Context: an optimization exercise on an open-source flow, tuned for small area. The choices shown serve that exercise and are no tape-out recipe.
The RTL was checked by simulation tests, not by an equivalence proof against the original design.

## quartz
==> flow/design.v (excerpt) <==
module autocorrelation_top (
    input  logic               iClock,
    input  logic               rst_n,
    input  logic               sample_valid,
    input  acf_pkg::sample_t   sample,
    output logic               coef_valid,
    output acf_pkg::acf_coef_t coef,
    output logic               block_done,
    output logic               overrun
);
    logic [5:0]  count;
    logic        hnew;
    logic        hlast;
    logic        aclr;
    logic [15:0] x0, x1, x2, x3, x4;
    logic [15:0] xg;
    logic [36:0] accn0, accn1, accn2, accn3, accn4;
    logic [36:0] basen0, basen1, basen2, basen3, basen4;
    logic [36:0] nxtn0, nxtn1, nxtn2, nxtn3, nxtn4;
    logic        snap;
    always_ff @(posedge iClock or negedge rst_n) begin
        if (!rst_n) begin
            count <= '0;
            hnew  <= 1'b0;
            hlast <= 1'b0;
            aclr  <= 1'b1;
        end else begin
            hnew  <= sample_valid;
            hlast <= sample_valid && (count == 6'd63);
            if (sample_valid) begin
                count <= count + 1'b1;
            end
            if (hnew) begin
                aclr <= hlast;
            end
        end
    end
    always_ff @(posedge iClock) begin
        if (sample_valid) begin
            x0 <= sample;
            x1 <= (count == 6'd0) ? '0 : x0;
            x2 <= (count == 6'd0) ? '0 : x1;
            x3 <= (count == 6'd0) ? '0 : x2;
            x4 <= (count == 6'd0) ? '0 : x3;
        end
    end
    assign xg     = hnew ? x0 : '0;
    localparam logic [36:0] MASK = 37'h00_0000_00FF;
    assign basen0 = ~((accn0 ^ MASK) & {37{!aclr}});
    assign basen1 = ~((accn1 ^ MASK) & {37{!aclr}});
  ...
For scale: ~100 I/O pins.
make LEC_CHECK=0 CAP_MARGIN=20 CORE_MARGIN=2 CORE_UTILIZATION=40 CTS_CLUSTER_DIAMETER=80 CTS_CLUSTER_SIZE=20 SLEW_MARGIN=20 SYNTH_HIERARCHICAL=1 SYNTH_MINIMUM_KEEP_SIZE=0 finish   # period 7.5 ns
run.sh (not shown) runs the stock make flow with config.mk's settings and CLKGATE_MAP_FILE= SYNTH_SCRIPT=/design/flow/synth_recipe.tcl, a recipe that flattens the netlist after the stock synthesis.
quartz: no failed stages, no open violations at the end
### quartz -> harbor
- CTS_CLUSTER_DIAMETER changed from 80 to 100
- CTS_CLUSTER_SIZE changed from 20 to 26
Compared with quartz, placement density in the core of harbor is lower. From quartz to harbor the numbers moved as follows: post-layout instance area now sits lower. Between harbor and quartz, it is harbor whose ratio of cells with drive above 1 in the final layout is lower, by 0.30 points. Diff quartz and harbor: minimum period implied by the final worst setup slack higher in quartz. Final setup slack of the worst path in harbor is 0.040 ns above quartz. harbor reports a higher final worst hold slack than quartz does. Any difference in via count between quartz and harbor is small enough to ignore. Comparing quartz against harbor, there is no change at all in worst path buffer plus inverter count.
#### Input delta (violet over harbor)
- CTS_CLUSTER_DIAMETER: 100 -> unset
- CTS_CLUSTER_SIZE: 26 -> unset
Findings:
- violet has count of fill cells added during filler insertion below what harbor had.
- Measured against harbor, the count of clock buffers in the final design of violet comes out at 1.9 times the reference value.
- Compared to harbor, violet has cell area about 2% higher.
- Between violet and harbor, it is violet whose cell depth of the worst setup path is lower, by 1.
- Number of iterations in the first detailed-routing pass: violet vs harbor up 1
- Compared to harbor, violet has number of global-route vias before repair 524 higher.

---

Setup of run 1:
autocorrelation_top, a different RTL version from the one above (not shown whole).
For scale: roughly 5100 cells after synthesis, roughly 53000 sq um of cells after synthesis.
export LEC_CHECK = 0
export CAP_MARGIN = 20
export CORE_MARGIN = 2
export CORE_UTILIZATION = 40
export CTS_BUF_LIST = sky130_fd_sc_hd__clkbuf_8
export CTS_CLUSTER_DIAMETER = 70
export CTS_CLUSTER_SIZE = 16
export SLEW_MARGIN = 20
export SYNTH_HIERARCHICAL = 1
export SYNTH_MINIMUM_KEEP_SIZE = 0
create_clock -name core_clock -period 7.5 [get_ports {iClock}]
standard.sh (not shown) runs the stock make flow with config.mk's settings and CLKGATE_MAP_FILE= SYNTH_SCRIPT=/design/flow/synth_recipe.tcl, a recipe that flattens the netlist after the stock synthesis.
==> flow/flow/run.sh <==
#!/bin/bash
# The standard layout (standard.sh: standard synthesis, floorplan, placement,
# CTS, routing, finish), with one change: the port buffers that global placement
# inserts are the smallest buffer cell instead of the flow's default choice.
# make's full output goes to flow.log in the work folder; ORFS keeps each
# step's own log under orfs/logs.
set -euo pipefail
export BUFFER_PORTS_ARGS="-buffer_cell sky130_fd_sc_hd__buf_1"
bash standard.sh > flow.log 2>&1
Having completed the whole flow, run 1 delivered a layout that passed the timing, design-rule and antenna checks.
The inputs of run 2 differ from those of run 1 as listed below.
--- a/flow/config.mk
+++ b/flow/config.mk
@@ -11,3 +11,2 @@
-export CTS_BUF_LIST = sky130_fd_sc_hd__clkbuf_8
-export CTS_CLUSTER_DIAMETER = 70
-export CTS_CLUSTER_SIZE = 16
+export CTS_CLUSTER_DIAMETER = 90
+export CTS_CLUSTER_SIZE = 24
Findings:
~same first-pass GRT wire length in run 2 and run 1. In run 2, the clock latency reported for the late side of the worst-skew pair came out 130 ps below the value in run 1. Going from run 1 to run 2, length of routed met3 wiring lost 0.97%; design area went up; number of clock sinks now sits at about the same level. Run 2 vs. run 1: maximum clock rate shrank by about 1.3%, utilization of the core after routing grew by 0.18 points, global router's overall resource usage held steady, final period demand of the worst path grew by 93 ps. Compared to run 1, the routing of run 2 uses less wire.

---

## alpha
autocorrelation_top, a different RTL version from the one above (not shown whole).
For scale: about 100 I/O pins.
## autocorrelation_top
module autocorrelation_top (
    input  logic               iClock,
    input  logic               rst_n,
    input  logic               sample_valid,
    input  acf_pkg::sample_t   sample,
    output logic               coef_valid,
    output acf_pkg::acf_coef_t coef,
    output logic               block_done,
    output logic               overrun
);
    logic [5:0]  count;
    logic        hnew;
    logic        hlast;
    logic        aclr;
    logic [15:0] x0, x1, x2, x3, x4;
    logic [15:0] xg;
    logic [36:0] accn0, accn1, accn2, accn3, accn4;
    logic [36:0] basen0, basen1, basen2, basen3, basen4;
    logic [36:0] nxtn0, nxtn1, nxtn2, nxtn3, nxtn4;
    logic        snap;
    always_ff @(posedge iClock or negedge rst_n) begin
        if (!rst_n) begin
            count <= '0;
            hnew  <= 1'b0;
            hlast <= 1'b0;
            aclr  <= 1'b1;
        end else begin
            hnew  <= sample_valid;
            hlast <= sample_valid && (count == 6'd63);
            if (sample_valid) begin
                count <= count + 1'b1;
            end
            if (hnew) begin
                aclr <= hlast;
            end
        end
    end
    always_ff @(posedge iClock) begin
        if (sample_valid) begin
            x0 <= sample;
            x1 <= (count == 6'd0) ? '0 : x0;
            x2 <= (count == 6'd0) ? '0 : x1;
            x3 <= (count == 6'd0) ? '0 : x2;
            x4 <= (count == 6'd0) ? '0 : x3;
        end
    end
    assign xg     = hnew ? x0 : '0;
    localparam logic [36:0] MASK  = 37'h00_0000_00FF;
    localparam logic [36:0] MASKL = 37'h00_0000_000F;
    assign basen0 = ~((accn0 ^ MASK) & {37{!aclr}});
    assign basen1 = ~((accn1 ^ MASKL) & {37{!aclr}});
    assign basen2 = ~((accn2 ^ MASKL) & {37{!aclr}});
    assign basen3 = ~((accn3 ^ MASKL) & {37{!aclr}});
    assign basen4 = ~((accn4 ^ MASKL) & {37{!aclr}});
    assign snap   = hnew && hlast;
    acf_tree_sq  t0 (.x(xg),          .accn(basen0), .accn_next(nxtn0));
    logic [7:0]  b_one, b_two, b_neg;
    logic [16:0] xe;
    assign xe = {xg, 1'b0};
    always_comb begin
        for (int i = 0; i < 8; i++) begin
            b_one[i] = xe[2*i+1] ^ xe[2*i];
            b_two[i] = (xe[2*i+2] & !xe[2*i+1] & !xe[2*i]) | (!xe[2*i+2] & xe[2*i+1] & xe[2*i]);
  ...
==> flow/config.mk <==
export PLATFORM = sky130hd
export DESIGN_NAME = autocorrelation_top
export DESIGN_NICKNAME = autocorrelation_top
export VERILOG_FILES = /design/flow/design.v
export SDC_FILE = /design/flow/constraint.sdc
export NUM_CORES = 4
export LEC_CHECK = 0
export CAP_MARGIN = 20
export CORE_MARGIN = 2
export CORE_UTILIZATION = 40
export CTS_CLUSTER_DIAMETER = 100
export CTS_CLUSTER_SIZE = 28
export SLEW_MARGIN = 20
export SYNTH_HIERARCHICAL = 1
export SYNTH_MINIMUM_KEEP_SIZE = 0
==> flow/constraint.sdc <==
create_clock -name core_clock -period 7.5 [get_ports {iClock}]
set_input_delay 1.5000 -clock core_clock [delete_from_list [all_inputs] [get_ports {iClock}]]
set_output_delay 1.5000 -clock core_clock [all_outputs]
set_load 0.01 [all_outputs]
Scripts as last shown in full above: flow/flow/run.sh
alpha: done, clean on timing, DRC and antenna
[inputs] beta vs alpha
- swapping 100 for 90 in CTS_CLUSTER_DIAMETER
- swapping 28 for 24 in CTS_CLUSTER_SIZE
==> comparison <==
- The final layout from beta, which completed every stage, passed the timing, design-rule and antenna checks at the end of the flow.
- Compared with alpha, in beta largest stage delay on the critical path dropped 0.02 ns, final routed wirelength across all metal layers barely changed.
- Delta (beta minus alpha): global router's overall resource usage shows no meaningful change; area of all sequential standard cells neither gained nor lost much.
diff inputs: beta => gamma
==> flow/run.sh (new file) <==
#!/bin/bash
# synth_recipe.tcl (not shown) runs the flow's synth.tcl, then flattens the netlist and writes it again
# the make line also repeats each setting of config.mk as NAME=value (left out here)
make -C /OpenROAD-flow-scripts/flow DESIGN_CONFIG=/design/flow/config.mk WORK_HOME=/design/flow/orfs CLKGATE_MAP_FILE= SYNTH_SCRIPT=/design/flow/synth_recipe.tcl finish
removed: flow/flow/run.sh
removed: flow/standard.sh
==> comparison <==
- Against beta, worst slack at placement in gamma came out worse.
- Sort gamma and beta by share of cell area taken by flip-flops and latches desc -> top: beta
- Summary: with beta as the reference, routed wire length in gamma moved up slightly.
- The post-layout minimum cycle time reported for gamma is greater than that of beta by 0.0046 ns.
- gamma: final core area utilization 0.37 points above beta
- gamma: worst setup slack after layout is 0.0046 ns lower than what beta reported.

-- what the ideal ports hide --
Ports are ideal in the flow. The routed layouts listed here were re-timed in OpenROAD. Step 1, drivers: a clkbuf_16 drives iClock and a buf_2 each remaining input, both assumed. Step 2 times the ports against the registers' clock, not the clock port: input delays grow and output delays shrink by t, the midpoint of the rising clock arrivals with the driver on. Slacks: no drivers / after step 1 / after step 2; pairs: no drivers / after step 1.
run	shift t [ns]	setup slack, ns	worst register clock-pin slew, ns	cell pins on the clock port's net
quartz	0.728	0.260 / 0.185 / 0.493	0.09 / 0.09	1
harbor	0.712	0.301 / 0.220 / 0.336	0.11 / 0.11	1
violet	0.754	0.314 / 0.237 / 0.316	0.07 / 0.07	1
run 1	0.859	0.357 / 0.269 / 0.621	0.12 / 0.12	1
run 2	0.726	0.264 / 0.183 / 0.601	0.10 / 0.10	1
alpha	0.708	0.411 / 0.363 / 0.411	0.11 / 0.11	1
beta	0.727	0.415 / 0.349 / 0.415	0.10 / 0.10	1
gamma	0.709	0.411 / 0.330 / 0.413	0.11 / 0.11	1
After both steps setup and hold are still met in every run listed.
